Context: an optimization exercise on an open-source flow, tuned for small area. The choices shown serve that exercise and are no tape-out recipe. The RTL was checked by simulation tests, not by an equivalence proof against the original design. Power is estimated from default activity; no workload was simulated.

--- flow/run.sh ---
#!/bin/bash
# synth_recipe.tcl (not shown) runs the flow's synth.tcl, then flattens the netlist and writes it again
# the make line also repeats each setting of config.mk as NAME=value (left out here)
make -C /OpenROAD-flow-scripts/flow DESIGN_CONFIG=/design/flow/config.mk WORK_HOME=/design/flow/orfs CLKGATE_MAP_FILE= SYNTH_SCRIPT=/design/flow/synth_recipe.tcl finish
--- flow/config.mk ---
export PLATFORM = sky130hd
export DESIGN_NAME = ram_sp_top
export DESIGN_NICKNAME = ram_sp_top
export VERILOG_FILES = /design/flow/design.v
export SDC_FILE = /design/flow/constraint.sdc
export NUM_CORES = 4
export LEC_CHECK = 0
export CAP_MARGIN = 20
export CORE_MARGIN = 2
export CORE_UTILIZATION = 45
export SLEW_MARGIN = 20
--- flow/constraint.sdc ---
create_clock -name core_clock -period 8.0 [get_ports {clk}]
set_input_delay 1.6000 -clock core_clock [delete_from_list [all_inputs] [get_ports {clk}]]
set_output_delay 1.6000 -clock core_clock [all_outputs]
set_load 0.01 [all_outputs]
--- flow/design.v ---
package ram_pkg;
   localparam int unsigned RD_BYPASS  = 0;
   localparam int unsigned RD_PIPE    = 1;
   localparam int unsigned WR_NORMAL  = 0;
   localparam int unsigned WR_THROUGH = 1;
   localparam int unsigned WR_RBW     = 2;
   function automatic int unsigned ram_depth(input int unsigned addr_w);
      ram_depth = 32'd1 << addr_w;
   endfunction
endpackage
module ram_clear_seq #(
   parameter int unsigned ADDR_W         = 8,
   parameter int unsigned CLEAR_ON_RESET = 1
) (
   input  logic              clk_i,
   input  logic              rst_ni,
   output logic              busy_o,
   output logic [ADDR_W-1:0] clr_addr_o,
   output logic              done_o
);
   logic              busy_q, busy_d;
   logic [ADDR_W-1:0] cnt_q, cnt_d;
   logic              done_q, done_d;
   always_ff @(posedge clk_i) begin
      if (!rst_ni) begin
         busy_q <= (CLEAR_ON_RESET != 0);
         cnt_q  <= '0;
         done_q <= 1'b0;
      end else begin
         busy_q <= busy_d;
         cnt_q  <= cnt_d;
         done_q <= done_d;
      end
   end
   always_comb begin
      busy_d = busy_q;
      cnt_d  = cnt_q;
      done_d = 1'b0;
      if (busy_q) begin
         cnt_d = cnt_q + 1'b1;
         if (cnt_q == {ADDR_W{1'b1}}) begin
            busy_d = 1'b0;
            done_d = 1'b1;
         end
      end
   end
   assign busy_o     = busy_q;
   assign clr_addr_o = cnt_q;
   assign done_o     = done_q;
endmodule
module ram_sp_param #(
   parameter int unsigned        DATA_W         = 8,
   parameter int unsigned        ADDR_W         = 8,
   parameter int unsigned        READ_MODE      = 0,
   parameter int unsigned        WRITE_MODE     = 0,
   parameter int unsigned        CLEAR_ON_RESET = 1,
   parameter logic [DATA_W-1:0]  CLEAR_VALUE    = '0
) (
   input  logic              clk,
   input  logic              reset,
   input  logic              ce,
   input  logic              oce,
   input  logic              wre,
   input  logic [ADDR_W-1:0] ad,
   input  logic [DATA_W-1:0] din,
   output logic [DATA_W-1:0] dout,
   output logic              busy
);
   localparam int unsigned DEPTH = ram_pkg::ram_depth(ADDR_W);
   logic [DATA_W-1:0] mem [DEPTH];
   logic              clr_done;
   logic [ADDR_W-1:0] clr_addr;
   logic              mem_we;
   logic [ADDR_W-1:0] mem_addr;
   logic [DATA_W-1:0] mem_wdata;
   logic [DATA_W-1:0] mem_rdata;
   logic [DATA_W-1:0] rd_q, rd_d;
   ram_clear_seq #(
      .ADDR_W         (ADDR_W),
      .CLEAR_ON_RESET (CLEAR_ON_RESET)
   ) u_clear_seq (
      .clk_i      (clk),
      .rst_ni     (reset),
      .busy_o     (busy),
      .clr_addr_o (clr_addr),
      .done_o     (clr_done)
   );
   logic unused_clr_done;
   assign unused_clr_done = clr_done;
   always_comb begin
      mem_we    = 1'b0;
      mem_addr  = ad;
      mem_wdata = din;
      if (reset) begin
         if (busy) begin
            mem_we    = 1'b1;
            mem_addr  = clr_addr;
            mem_wdata = CLEAR_VALUE;
         end else begin
            mem_we    = ce & wre;
         end
      end
   end
   always_ff @(posedge clk) begin
      if (mem_we) begin
         mem[mem_addr] <= mem_wdata;
      end
   end
   assign mem_rdata = mem[ad];
   always_comb begin
      rd_d = rd_q;
      if (!busy && ce) begin
         if (!wre) begin
            rd_d = mem_rdata;
         end else if (WRITE_MODE == ram_pkg::WR_THROUGH) begin
            rd_d = din;
         end else if (WRITE_MODE == ram_pkg::WR_RBW) begin
            rd_d = mem_rdata;
         end
      end
   end
   always_ff @(posedge clk) begin
      if (!reset) begin
         rd_q <= '0;
      end else begin
         rd_q <= rd_d;
      end
   end
   if (READ_MODE == ram_pkg::RD_PIPE) begin : g_pipe
      logic [DATA_W-1:0] dout_q;
      always_ff @(posedge clk) begin
         if (!reset) begin
            dout_q <= '0;
         end else if (oce && !busy) begin
            dout_q <= rd_q;
         end
      end
      assign dout = dout_q;
   end else begin : g_bypass
      logic unused_oce;
      assign unused_oce = oce;
      assign dout       = rd_q;
   end
endmodule
module ram_sp_top (
   input  logic        clk,
   input  logic        reset,
   input  logic        ce,
   input  logic        oce,
   input  logic        wre,
   input  logic [7:0]  ad,
   input  logic [15:0] din,
   output logic [15:0] dout,
   output logic        busy
);
   ram_sp_param #(
      .DATA_W         (16),
      .ADDR_W         (8),
      .READ_MODE      (1),
      .WRITE_MODE     (2),
      .CLEAR_ON_RESET (1),
      .CLEAR_VALUE    (16'hA5A5)
   ) u_ram (
      .clk   (clk),
      .reset (reset),
      .ce    (ce),
      .oce   (oce),
      .wre   (wre),
      .ad    (ad),
      .din   (din),
      .dout  (dout),
      .busy  (busy)
   );
endmodule
==> summary.txt <==
==> layout make-up <==
cell class | instances | area [sq um]
Fill cell | 28100 | 175000
Sequential cell | 4137 | 124000
Multi-Input combinational cell | 3199 | 33600
Clock buffer | 492 | 10700
Tap cell | 4751 | 5940
Timing Repair Buffer | 459 | 4110
Clock inverter | 255 | 2440
Inverter | 5 | 27.5
Antenna cell | 8 | 20.0
==> Yosys cell counts (59+ instances only) <==
library cell | n | area share
mux2i_1 | 741 | 0.046
a211oi_1 | 103 | 0.0048
buf_4 | 66 | 0.0031
o221ai_1 | 120 | 0.0066
a21oi_1 | 114 | 0.0036
edfxtp_1 | 4096 | 0.77
nand2_1 | 330 | 0.0077
o22ai_1 | 237 | 0.0092
o21ai_0 | 124 | 0.0039
mux4_2 | 635 | 0.089
buf_6 | 59 | 0.0041
clkbuf_1 | 140 | 0.0033
buf_2 | 114 | 0.0036
nor2_1 | 274 | 0.0064
==> worst min-delay path: stages (launching register included) <==
cell and delay (ps):
dfxtp_1 360, nand2_1 80, a21boi_0 60
==> flip-flops by register name, summed over array words and instances (netlist names) <==
name	count
u_ram.mem	4096
u_ram.g_pipe.dout_q	16
u_ram.rd_q	16
u_ram.u_clear_seq.cnt_q	8
u_ram.u_clear_seq.busy_q	1
==> metal layers <==
metal  vias up  track usage  share of wire
met4        20       0.0960          0.044
met3       738       0.0468          0.088
met1     43700        0.342           0.40
met5         -            0        0.00029
li1      33400            -              -
met2      4127        0.385           0.47
==> power by group through the flow <==
stage                     registers, mW  logic (mW)  clock network [mW]
after floorplan                    24.4        1.26                   0
after global placement             24.3        2.11                   0
after detailed placement           24.3        2.14                   0
after CTS                          23.8        2.14                19.3
after global routing               23.8        2.23                20.1
final                              23.9        2.15                19.0
==> final timing paths <==
kind,start,end,slack (ps),cells after the start
max reg2reg,u_ram.u_clear_seq.busy_q,u_ram.mem[92][0],3920,8
max,ad[6],u_ram.rd_q[9],2090,8
min,u_ram.rd_q[8],u_ram.g_pipe.dout_q[8],550,2
min reg2reg,u_ram.rd_q[8],u_ram.g_pipe.dout_q[8],550,2
==> per-stage QoR <==
stage	hold slack [ps]	power (mW)
finish	547	45.0
global route	546	46.2
CTS	547	45.3
detailed placement	516	26.4
global placement	525	26.4
floorplan	441	25.7
==> cells by family (layout without fill, tap and decap cells) <==
family,after synthesis,in the layout,synth area share
AND/OR/NAND/NOR,835,835,0.0230
multiplexers,1423,1423,0.143
buffers and inverters,478,1211,0.0215
other,0,8,0
AO/OA/AOI/OAI,936,936,0.0402
flip-flops,4137,4137,0.772
adder cells (fa/ha/maj),1,1,0.0000780
XOR/XNOR,4,4,0.000218
==> results.ini <==
[global_routing]
grt_pass1_wl_mm = 630
first_global_vias = 80200
track_usage = 0.246
grt_max_degree = 162
grt_overflow_total = 0
antenna_found_initial = 32

[timing]
fin_crit_sh = 0.739
tightest_slew_ps = 1340
timing.slew.headroom = 0.104
slew_viol_final = 0
fin_tns_setup_ps = 0
finalHoldViolations = 0
setup_viol = 0
rsz0062_at_grt = false
max_freq_mhz = 169
period_needed_ps = 5920
fin_skew_ps = 73.5
worst_slack_ps = 2090

[power_and_ir_drop]
powerDensity_mw_per_mm2 = 249
switching_share = 0.215
vdd_drop_max_mv = 0.207
p_int_mw = 35.3
p_leak_nw = 57.6
sequentialPowerShare = 0.530
p_clk_frac = 0.423
pwr-share-comb = 0.048
power.net_switching_mw = 9.70

[final_layout]
fin_nets = 8246
fin_cells = 13300
final_util = 0.508
area_growth_pct = 12.6
final_area_sq_mm = 0.181
final_cell_mix = edfxtp_1, mux2i_1, mux4_2
mostFrequentLayoutCell = edfxtp_1
drive_gt1_frac = 0.206

[route]
wire_per_inst_um = 34.0
vias = 82000
routed_wl_mm = 452
drt_iter0_drc = 11000
firstDrtPassIters = 7
avgViaCountPerCell = 6.17
drc = 0
drtAntennaViolNets = 0

[logic_synthesis]
synth-edff-count = 4096
yosysUniqueCellTypes = 75
async_flop_share = 0
syn_area_sq_mm = 0.160
ys_ff_latch = 4137
synth_ff_type = edfxtp_1
synth_cells = 7814
synth.avg_cell_area_sq_um = 20.5
yosys_warnings = 2
synth_seq_area_share = 0.772
syn_nets = 7844

[worst_setup_path]
crit_buf_inv = 1
slowest_stage = clkdlybuf4s50_1
end_kind = register
arrival_ps = 6850
crit_path_max_fanout = 18
required_ps = 8930
path_class = in -> reg
crit_family = simple AND/OR/NAND/NOR gates
start_kind = input pin
cp_slowest_stage_delay_ps = 990
cp_common_cell = nor3_1
cp_cell_sequence = clkdlybuf4s50_1 > and2_1 > nand2b_1 > nor3_1 > a211oi_1 > nand4_1 > nor3_1 > a221o_1

[clock_tree]
htree_levels = 5
cts_resized = 0
worstSkewPairLatency_ps = 990
cts.sinks = 4137
clkSlewWorstSetupHoldPaths_ps = 60
cts_buffers = 414
cts_hold_buffers = 0
cts_root_buf = clkbuf_16
cts_setup_buffers = 0
clockBufferDepth = 4
cts_tree = yes

[floorplanning]
initial_core_util = 0.451
die_w_um = 601
pin_count = 46
die_area_sq_mm = 0.361
core_sq_mm = 0.355
rows = 219
die_h_um = 601

[min_path]
holdCritPathClass = reg -> reg

[place]
placed_area_sq_mm = 0.167
place_congestion = 0.926
io_buffer_count = 45
dp_worst_setup_slack_ps = 1280
hpwl_mm = 276
dp_cells = 12500

[run_status]
status = timing/DRC/antenna clean

[flow_run]
drv_cap = 0

==> re-timing with driven ports <==
No port has a modelled driver above. Below, the same layout with a new extraction and two added sets of constraints. Step 1: set_driving_cell puts a clkbuf_16 on clk and a buf_2 on each other input, an assumption about the parent block. Step 2 adds t to the input delays and takes it off the output delays; t is the mean of the earliest and latest rising clock arrival at the registers after step 1. Input paths then give back, and output paths get back, about the clock's delay inside the block. Three values: ideal, step 1, step 2; two values: the first two.
t (ns): 1.063
slack for setup (ns): 2.085 / 2.168 / 1.104
hold slack, ns: 0.547 / 0.547 / 0.547
worst data-port slew with drivers (ns): 0.08
After both steps setup and hold are still met in this run. For this run, drivers alone change the setup slack by +0.083 ns; drivers and shift together by -0.981 ns.
